Context: an optimization exercise on an open-source flow, tuned for small area. The choices shown serve that exercise and are no tape-out recipe.
Only simulation tests tie the RTL to the original design; equivalence was not proved.
Power is estimated from default activity; no workload was simulated.

## design/flow/flow/run.sh

```bash
#!/bin/bash
# Own layout flow: the standard flow (standard synthesis, floorplan, power grid,
# placement, CTS, routing) with three changes:
#  - CTS: no dummy loads, clkbuf_8 sink clusters of up to 18 flip-flops within 100 um;
#  - port buffers are sky130_fd_sc_hd__buf_1 instead of the default buffer.
# Every tool's output goes to the ORFS logs under orfs/logs and to standard.log here.
set -e
cat >> config.mk <<'EOT'
export CTS_ARGS = -sink_clustering_enable -repair_clock_nets -sink_clustering_size 18 -sink_clustering_max_diameter 100 -buf_list sky130_fd_sc_hd__clkbuf_8 -dont_use_dummy_load
export BUFFER_PORTS_ARGS = -buffer_cell sky130_fd_sc_hd__buf_1
EOT
export CTS_ARGS="-sink_clustering_enable -repair_clock_nets -sink_clustering_size 18 -sink_clustering_max_diameter 100 -buf_list sky130_fd_sc_hd__clkbuf_8 -dont_use_dummy_load"
export BUFFER_PORTS_ARGS="-buffer_cell sky130_fd_sc_hd__buf_1"
cp config.mk config_used.log
bash standard.sh > standard.log 2>&1
```

## design/flow/standard.sh

```bash
#!/bin/bash
# synth_recipe.tcl (not shown) runs the flow's synth.tcl, then flattens the netlist and writes it again
# the make line also repeats each setting of config.mk as NAME=value (left out here)
make -C /OpenROAD-flow-scripts/flow DESIGN_CONFIG=/design/flow/config.mk WORK_HOME=/design/flow/orfs CLKGATE_MAP_FILE= SYNTH_SCRIPT=/design/flow/synth_recipe.tcl "${@:-finish}"
```

## design/flow/config.mk

```make
export PLATFORM = sky130hd
export DESIGN_NAME = ddr3_cmd_engine
export DESIGN_NICKNAME = ddr3_cmd_engine
export VERILOG_FILES = /design/flow/design.v
export SDC_FILE = /design/flow/constraint.sdc
export NUM_CORES = 4
export LEC_CHECK = 0
export CAP_MARGIN = 0
export CORE_MARGIN = 2
export CORE_UTILIZATION = 40
export CTS_BUF_LIST = sky130_fd_sc_hd__clkbuf_8
export CTS_CLUSTER_DIAMETER = 100
export CTS_CLUSTER_SIZE = 18
export SLEW_MARGIN = 0
export CTS_ARGS = -sink_clustering_enable -repair_clock_nets -sink_clustering_size 18 -sink_clustering_max_diameter 100 -buf_list sky130_fd_sc_hd__clkbuf_8 -dont_use_dummy_load
export BUFFER_PORTS_ARGS = -buffer_cell sky130_fd_sc_hd__buf_1
```

## design/flow/constraint.sdc

```tcl
create_clock -name core_clock -period 10.0 [get_ports {i_ck}]
set_input_delay 2.0000 -clock core_clock [delete_from_list [all_inputs] [get_ports {i_ck}]]
set_output_delay 2.0000 -clock core_clock [all_outputs]
set_load 0.01 [all_outputs]
```

## design/flow/design.v

```verilog
module ddr3_cmd_engine #(
  parameter int BA_W    = 3,
  parameter int ROW_W   = 13,
  parameter int COL_W   = 10,
  parameter int MAX_LAT = 24,
  parameter int DEF_CL  = 5,
  parameter int DEF_CWL = 5,
  parameter int DEF_AL  = 0,
  parameter int T_RCD   = 5,
  parameter int T_RP    = 5,
  parameter int T_RAS   = 15
) (
  input  logic                         i_ck,
  input  logic                         i_reset_n,
  input  logic                         i_cke,
  input  logic                         i_cs_n,
  input  logic                         i_ras_n,
  input  logic                         i_cas_n,
  input  logic                         i_we_n,
  input  logic [BA_W-1:0]              i_ba,
  input  logic [15:0]                  i_a,
  output logic                         o_rd_beat,
  output logic [BA_W+ROW_W+COL_W-1:0]  o_rd_addr,
  output logic                         o_rd_last,
  output logic                         o_wr_beat,
  output logic [BA_W+ROW_W+COL_W-1:0]  o_wr_addr,
  output logic                         o_wr_last,
  output logic [4:0]                   o_cl,
  output logic [4:0]                   o_cwl,
  output logic [4:0]                   o_al,
  output logic                         o_err_cmd,
  output logic                         o_err_ovl,
  output logic                         o_err_mrs,
  output logic                         o_err_timing
);
  localparam int NBANK = 2**BA_W;
  localparam int AW = BA_W + ROW_W + COL_W;
  localparam int DW = AW + 1;           
  localparam int SMIN = 4;              
  localparam int NQ = 22;               
  logic [NBANK-1:0] r_open;
  logic [ROW_W-1:0] r_row [NBANK];
  logic [2:0] r_clc, r_cwlc;            
  logic [1:0] r_alm, r_bl;
  logic r_err_cmd, r_err_ovl, r_err_mrs;
  logic [4:0] w_cl, w_cwl, w_al;
  logic [2:0] w_cmd;
  logic w_act, w_pre, w_ref, w_mrs, w_rw, w_open, w_len, w_mrs_bad;
  logic [1:0] w_go;
  logic [4:0] w_slot;
  logic [NBANK-1:0] w_sel, w_close;
  logic w_unused;
  assign w_unused = ^i_a[15:13];
  assign w_cl = 5'(r_clc) + 5'd4;
  assign w_cwl = 5'(r_cwlc) + 5'd5;
  assign w_al = r_alm == 2'd1 ? w_cl - 5'd1 : r_alm == 2'd2 ? w_cl - 5'd2 : 5'd0;
  always_comb begin
    w_cmd = i_cke && !i_cs_n ? {i_ras_n, i_cas_n, i_we_n} : 3'b111;
    w_act = w_cmd == 3'b011;
    w_pre = w_cmd == 3'b010;
    w_ref = w_cmd == 3'b001;
    w_mrs = w_cmd == 3'b000;
    w_rw = w_cmd[2:1] == 2'b10;
    w_open = r_open[i_ba];
    w_go = {w_cmd == 3'b100, w_cmd == 3'b101} & {2{w_open}};
    w_sel = NBANK'(1) << i_ba;
    w_close = w_pre ? (i_a[10] ? '1 : w_sel) : (|w_go && i_a[10] ? w_sel : '0);
    w_len = r_bl == 2'b00 || (r_bl == 2'b01 && i_a[12]);
    w_slot = w_al + (w_cmd[0] ? w_cl : w_cwl) - 5'd1;
    case (i_ba[1:0])
      2'd0: w_mrs_bad = i_a[2] || i_a[6:4] == 3'd0 || &i_a[1:0];
      2'd1: w_mrs_bad = &i_a[4:3];
      default: w_mrs_bad = 1'b0;
    endcase
  end
  always_ff @(posedge i_ck) begin
    if (!i_reset_n) begin
      r_open <= '0;
      r_clc <= 3'(DEF_CL - 4);
      r_cwlc <= 3'(DEF_CWL - 5);
      r_alm <= 2'd0;
      r_bl <= 2'd0;
      r_err_cmd <= 1'b0;
      r_err_mrs <= 1'b0;
    end else begin
      r_open <= (r_open & ~w_close) | (w_act ? w_sel : '0);
      if ((w_act && w_open) || (w_rw && !w_open) || (w_ref && |r_open)) r_err_cmd <= 1'b1;
      if (w_mrs && w_mrs_bad) r_err_mrs <= 1'b1;
      if (w_mrs && !w_mrs_bad) begin
        case (i_ba[1:0])
          2'd0: begin
            r_clc <= i_a[6:4];
            r_bl <= i_a[1:0];
          end
          2'd1: r_alm <= i_a[4:3];
          2'd2: r_cwlc <= i_a[5:3];
          default: ;
        endcase
      end
    end
  end
  localparam int D = SMIN;
  logic [NQ-1:0] q_v, q_wr;
  logic [D:0] q_act;
  logic [4:0] q_slot [NQ];              
  logic [NQ-1:0] w_due;
  logic [NQ-1:0] q_len;
  logic [BA_W-1:0] q_ba [NQ];
  logic [COL_W-1:0] q_col [NQ];         
  logic [ROW_W-1:0] q_row [NQ];         
  logic [ROW_W-1:0] w_row [NQ];
  always_ff @(posedge i_ck) begin
    if (!i_reset_n) q_v <= '0;
    else q_v <= {q_v[NQ-2:0] & ~w_due[NQ-2:0], |w_go};
  end
  always_ff @(posedge i_ck) begin
    q_act <= {q_act[D-1:0], w_act && i_reset_n};
    q_wr <= {q_wr[NQ-2:0], w_go[1]};
    q_len <= {q_len[NQ-2:0], w_len};
    q_slot[0] <= w_act ? {2'b00, i_a[12:10]} : 5'(NQ - 1) - w_slot;
    q_ba[0] <= i_ba;
    q_col[0] <= i_a[COL_W-1:0];
    for (int k = 1; k < NQ; k++) begin
      q_slot[k] <= q_slot[k-1];
      q_ba[k] <= q_ba[k-1];
      q_col[k] <= q_col[k-1];
    end
    if (q_act[D]) r_row[q_ba[D]] <= {q_slot[D][2:0], q_col[D]};
    q_row[D+1] <= w_row[D];
    for (int k = D + 2; k < NQ; k++) q_row[k] <= q_row[k-1];
  end
  always_comb begin
    for (int k = 0; k < NQ; k++) w_row[k] = k == D ? r_row[q_ba[D]] : q_row[k];
  end
  always_comb begin
    w_due = '0;
    for (int k = SMIN; k < NQ; k++)
      w_due[k] = ((q_slot[k] ^ 5'(NQ - 1 - k)) &
                  (NQ - 1 - k >= 16 ? 5'h1f : NQ - 1 - k >= 8 ? 5'h0f : NQ - 1 - k >= 4 ? 5'h07 :
                   NQ - 1 - k >= 2 ? 5'h03 : NQ - 1 - k >= 1 ? 5'h01 : 5'h00)) == 5'd0;
  end
  logic [NQ-1:0] w_hit [2];
  logic [NQ-1:0] w_nxt [2];
  logic [NQ-1:0] r_pick [2];
  logic [DW-1:0] w_fdat [2];
  logic [1:0] w_fire;
  always_comb begin
    for (int d = 0; d < 2; d++) begin
      w_hit[d] = '0;
      for (int k = SMIN; k < NQ; k++)
        w_hit[d][k] = q_v[k-1] && (k == NQ - 1 ? d == 1 : q_wr[k-1] == d[0]) &&
                      ((q_slot[k-1] ^ 5'(NQ - 1 - k)) &
                       (NQ - k >= 16 ? 5'h1f : NQ - k >= 8 ? 5'h0f : NQ - k >= 4 ? 5'h07 :
                        NQ - k >= 2 ? 5'h03 : 5'h01)) == 5'd0;
      w_nxt[d] = w_hit[d] & ~(w_hit[d] - 1'b1);
      w_fire[d] = |r_pick[d];
      w_fdat[d] = '0;
      for (int k = SMIN; k < NQ; k++)
        w_fdat[d] = w_fdat[d] | ({q_len[k], q_ba[k], w_row[k], q_col[k]} & {DW{r_pick[d][k]}});
    end
  end
  always_ff @(posedge i_ck) begin
    for (int d = 0; d < 2; d++) begin
      if (!i_reset_n) r_pick[d] <= '0;
      else r_pick[d] <= w_nxt[d];
    end
  end
  logic [1:0] r_cnt [2];
  logic [1:0] r_last;
  logic [AW-1:0] r_addr [2];
  always_ff @(posedge i_ck) begin
    if (!i_reset_n) begin
      r_last <= '0;
      r_err_ovl <= 1'b0;
      for (int d = 0; d < 2; d++) begin
        r_cnt[d] <= '0;
        r_addr[d] <= '0;
      end
    end else begin
      for (int d = 0; d < 2; d++) begin
        if (w_fire[d]) begin
          r_last[d] <= 1'b0;
          r_addr[d] <= w_fdat[d][AW-1:0];
          r_cnt[d] <= w_fdat[d][AW] ? 2'd3 : 2'd1;
          if (r_cnt[d] != 2'd0) r_err_ovl <= 1'b1;
        end else if (r_cnt[d] != 2'd0) begin
          r_last[d] <= r_cnt[d] == 2'd1;
          r_addr[d][2:1] <= r_addr[d][2:1] + 2'd1;
          r_cnt[d] <= r_cnt[d] - 2'd1;
        end else begin
          r_last[d] <= 1'b0;
        end
      end
    end
  end
  localparam logic [3:0] TC_LAST = 4'd4;
  localparam logic [3:0] TC_RAS = 4'd1;    
  localparam logic [3:0] TC_RP = 4'd12;     
  logic w_unused_t;
  assign w_unused_t = ^(T_RCD ^ T_RP ^ T_RAS);
  logic [3:0] r_tc [NBANK];
  logic r_err_timing;
  logic w_viol;
  logic [NBANK-1:0] w_nz, w_rcd;
  always_comb begin
    for (int b = 0; b < NBANK; b++) begin
      w_nz[b] = r_tc[b] != 4'd0;
      w_rcd[b] = r_tc[b] == 4'd1 || r_tc[b] == 4'd3 || r_tc[b] == 4'd7 || r_tc[b] == 4'd15;
    end
    w_viol = (w_act && |(w_sel & ~r_open & w_nz)) || (|w_go && |(w_sel & w_rcd)) ||
             (w_pre && |(w_close & r_open & w_nz));
  end
  always_ff @(posedge i_ck) begin
    if (!i_reset_n) begin
      r_err_timing <= 1'b0;
      for (int b = 0; b < NBANK; b++) r_tc[b] <= '0;
    end else begin
      if (w_viol) r_err_timing <= 1'b1;
      for (int b = 0; b < NBANK; b++)
        r_tc[b] <= w_act && w_sel[b] ? TC_RAS :
                   w_close[b] && r_open[b] ? TC_RP :
                   r_tc[b] == TC_LAST ? 4'd0 : {r_tc[b][2:0], r_tc[b][3] ^ r_tc[b][0]};
    end
  end
  assign o_err_timing = r_err_timing;
  assign o_rd_beat = r_cnt[0] != 2'd0 || r_last[0];
  assign o_rd_last = r_last[0];
  assign o_rd_addr = r_addr[0];
  assign o_wr_beat = r_cnt[1] != 2'd0 || r_last[1];
  assign o_wr_last = r_last[1];
  assign o_wr_addr = r_addr[1];
  assign o_cl = w_cl;
  assign o_cwl = w_cwl;
  assign o_al = w_al;
  assign o_err_cmd = r_err_cmd;
  assign o_err_ovl = r_err_ovl;
  assign o_err_mrs = r_err_mrs;
endmodule
```

==> summary.md <==
| Metric | Value |
|---|---|
| CP Class | `register to primary output` |
| EDFF count, synth | `roughly 100` |
| Final GP Congestion | `0.898` |
| Met3 wire length | `~9600 µm` |
| Synthesized flop and latch total | `roughly 910` |
| Clock sinks | `905` |
| Cell Pwr Density | `184 nW/µm²` |
| CP endpoint kind | `primary output` |
| Vias per cell | `6.11` |
| CP startpoint kind | `register` |
| Post-synth top area share | `between 50 and 60%` |
| Post-Route WL | `85,600 µm` |
| First-pass GRT wire length | `127,000 µm` |
| Met1 Routed Length | `34,500 µm` |
| Max-Slew Margin vs Limit | `23.8%` |
| Rows | `approximately 100` |
| Min Tclk post-route | `4070 ps` |
| Synth cell types | `84` |
| Filler instances | `~6,600` |
| Wire per inst | `25.6 µm` |
| Sequential cell area | `19,200 µm²` |
| Depth of the CTS H-tree | `2` |
| Top layer in use | `met4` |
| Core Util, Final | `43.3%` |
| Post-cts sizing count | `0` |
| Area leader, netlist | `dfxtp_1` |
| Pin count of the biggest net entering global routing | `76` |
| Remaining routing DRC violations | `0` |
| Critical path's most frequent cell | `nand2_1` |
| CTS buffer count | `56` |
| Worst Skew | `97.6 ps` |
| P&R area growth vs syn | `7.18%` |
| Outcome | `no timing/DRC/antenna violations` |
| Cell family with most CP delay | `flip-flops` |
| Global Route Usage Sum | `between 20% and 30%` |
| DIE HEIGHT | `273 µm` |
| Non-filler cells, final | `3,347` |
| Seq/Total Area, Yosys | `66.3%` |
| Skew-Pair Late Insertion Delay | `730 ps` |
| Top FF cell, synth | `dfxtp_1` |
| Final WS setup | `5930 ps` |
| Final Max Tran Viols | `0` |
| Commonest non-fill, non-tap cells in the layout | `800 x dfxtp_1, 223 x a22oi_1, 125 x nor2_1, 104 x edfxtp_1` |
| TNS Setup | `0 ps` |
| RSZ-0062 raised after global routing | `false` |
| CTS Hold Bufs | `0` |
| Leading cell type in the layout, fill and taps excluded | `dfxtp_1` |
| Multi-input gate area | `slightly below 9000 µm²` |
| Class of the worst hold path | `register to register` |
| Cell Chain, Critical Path | `inv_1 -> ha_1 -> nand2_1 -> nand2_1 -> xnor2_1 -> o22ai_1 -> buf_1` |
| Clk pin slew, worst setup/hold paths | `approximately 100 ps` |
| Clk buf depth | `3` |
| CTS tree | `built` |
| Syn Area/Cell | `12.3 µm²` |
| Hpwl dp | `48,000 µm` |
| Maximum vdd drop | `0.106 mV` |
| Vias in the first global route | `just over 20,000` |
| FMAX | `245 MHz` |
| Post-CTS setup buffers | `0` |
| Leak pwr | `11.3 nW` |
| IO Count | `101` |
| Wire length on met2 | `37,700 µm` |
| Core ar. | `71,500 µm²` |
| Initial antenna violation count | `5` |
| Worst path required time | `8000 ps` |
| Mapped Area | `roughly 29,000 µm²` |
| Final-stage net count | `2,440` |
| Total gr overflow | `0` |
| Final setup violation count | `0` |
| Period utilization | `40.7%` |
| DR iter-0 viols | `2,551` |
| Overall die area | `74,400 µm²` |
| CTS root buffer | `clkbuf_8` |
| Warnings, synthesis | `13` |
| Port Buffer Count | `94` |
| Number of cells after detailed placement | `3,289` |
| Worst slew pin tran | `1140 ps` |
| Share of cells above drive strength 1 | `7.39%` |
| Vias | `20,436` |
| Synth async-reset ratio | `0%` |
| Final ANT Viol Nets | `0` |
| Pre-antenna DRT Iters | `8` |
| Place WS | `5500 ps` |
| Top area cells in the synthesized netlist | `dfxtp_1 56%, edfxtp_1 11%, a22oi_1 5.8%` |
| Max cap viols | `0` |
| Syn Inst Count | `~2,300` |
| Worst Path Buf+Inv | `2` |
| Crit path arrival time | `~2100 ps` |
| Crit-path max cell delay | `440 ps` |
| Crit-path slowest cell | `dfxtp_1` |
| Initial Util | `between 40% and 50%` |
| Fin. Hold Viols | `0` |
| Critical Path Fanout Max | `6` |
| Chip width | `273 µm` |
cell families (layout without fill, tap and decap cells):
logic type	after synthesis	in the layout	share of synthesized area [%]
xor gates and xnor gates	18	18	0.546
DFF	905	905	66.3
adders and majority gates	17	17	0.763
other	1	5	0.0130
and+or+nand+nor	511	511	9.29
AOI/OAI and AO/OA	649	649	17.2
buffers and inverters	190	239	2.81
muxes	53	53	3.02
through the flow:
| step | hold slack (ps) | instance area [µm²] | total power, mW |
|---|---|---|---|
| after floorplan | 310 | 28900 | 4.12 |
| after global placement | 311 | 30200 | 4.22 |
| after detailed placement | 312 | 30200 | 4.22 |
| after CTS | 301 | 30900 | 5.74 |
| after global routing | 328 | 30900 | 5.92 |
| final | 293 | 30900 | 5.71 |
area by class of cell:
type | instances | area share (%)
Inverter | 37 | 0.449
Timing Repair Buffer | 146 | 2.41
Sequential cell | 905 | 61.9
Multi-Input combinational cell | 1251 | 28.9
Tap cell | 950 | 3.84
Antenna cell | 2 | 0.0162
Clock buffer | 56 | 2.49
path summary, 6_finish.rpt:
| path | from | endpoint | slack, ps | cells after the start |
|---|---|---|---|---|
| hold / removal | q_slot[12][1] | q_slot[13][1] | 290 | 0 |
| hold reg to reg | q_slot[12][1] | q_slot[13][1] | 290 | 0 |
| setup reg to reg | r_pick[0][17] | r_addr[0][1] | 7000 | 6 |
| setup / recovery | r_clc[1] | o_al[3] | 5930 | 7 |
worst reg2reg max path, cell delays in order, from the launching register on:
cell and delay [ps]:
dfxtp_1 310, buf_4 300, or3_1 500, nor3_2 880
buf_4 480, nor3_1 170, a211oi_1 230
report_power, final:
| group | switching [mW] | internal, mW | total (mW) |
|---|---|---|---|
| registers | 0.130 | 3.84 | 3.97 |
| clock network | 1.06 | 0.502 | 1.56 |
| logic | 0.115 | 0.0677 | 0.183 |
| total | 1.30 | 4.41 | 5.71 |
per-layer routing:
| layer | GRT usage [%] | up-vias |
|---|---|---|
| met4 | 10.8 | 0 |
| met2 | 34.7 | 1284 |
| li1 | - | 8972 |
| met5 | 0 | - |
| met3 | 6.43 | 303 |
| met1 | 28.8 | 9877 |
flip-flops by register name (all words and copies together), names as in the netlist, 3 cells and up:
signal / count
q_row: 221
q_wr: 20
r_addr: 52
q_col: 220
r_row: 104
r_pick: 35
q_slot: 79
r_clc: 3
r_tc: 32
r_cwlc: 3
q_ba: 66
q_act: 5
r_open: 8
r_cnt: 4
q_len: 22
q_v: 21
cell usage after synthesis, types with 5 or more instances:
cell type  number
nand4b_1        7
xor2_1          9
nor2b_1         9
nand4_1        62
edfxtp_1      104
a21oi_1        73
and3_1          5
nor3_1         27
a22o_1         98
buf_6           5
nand3b_1        7
a211oi_1       45
inv_1          37
or3_1          14
nand2_1        87
nand3_1        61
a222oi_1       27
o22ai_1         7
nor3b_1        15
nor4b_1         5
xnor2_1         9
mux2i_1        13
ha_1           16
a22oi_1       223
nand2b_1       27
a221oi_1       98
o21ai_0        34
buf_1          35
clkbuf_1      101
and2_1          8
dfxtp_1       801
mux2_2         14
nor2_1        127
mux4_2         26
nor4_1         23
a31oi_1         7

static timing again, ports no longer ideal:
The flow's constraints put no driver on any port. The routed layout listed below was extracted and timed again, unchanged, in two steps. Step 1 sets driving cells, clkbuf_16 on the clock port and buf_2 on the other inputs (assumed; they add their load-dependent delay and slew). Step 2, shift: input delay + t, output delay - t, t = (earliest + latest rising clock arrival at the registers) / 2. This alone moves slack from input paths to output paths. Three values: no drivers, after step 1, after step 2; two values: the first two.
t, ns: 0.745
setup slack, ns: 5.926 / 5.866 / 5.473
latest minus earliest clock arrival (ns): 0.106 / 0.106
worst register clock-pin slew, ns: 0.12 / 0.12
cell pins on the clock port's net: 1
After both steps setup and hold are still met in this run. For this run, drivers alone change the setup slack by -0.060 ns; drivers and shift together by -0.453 ns.
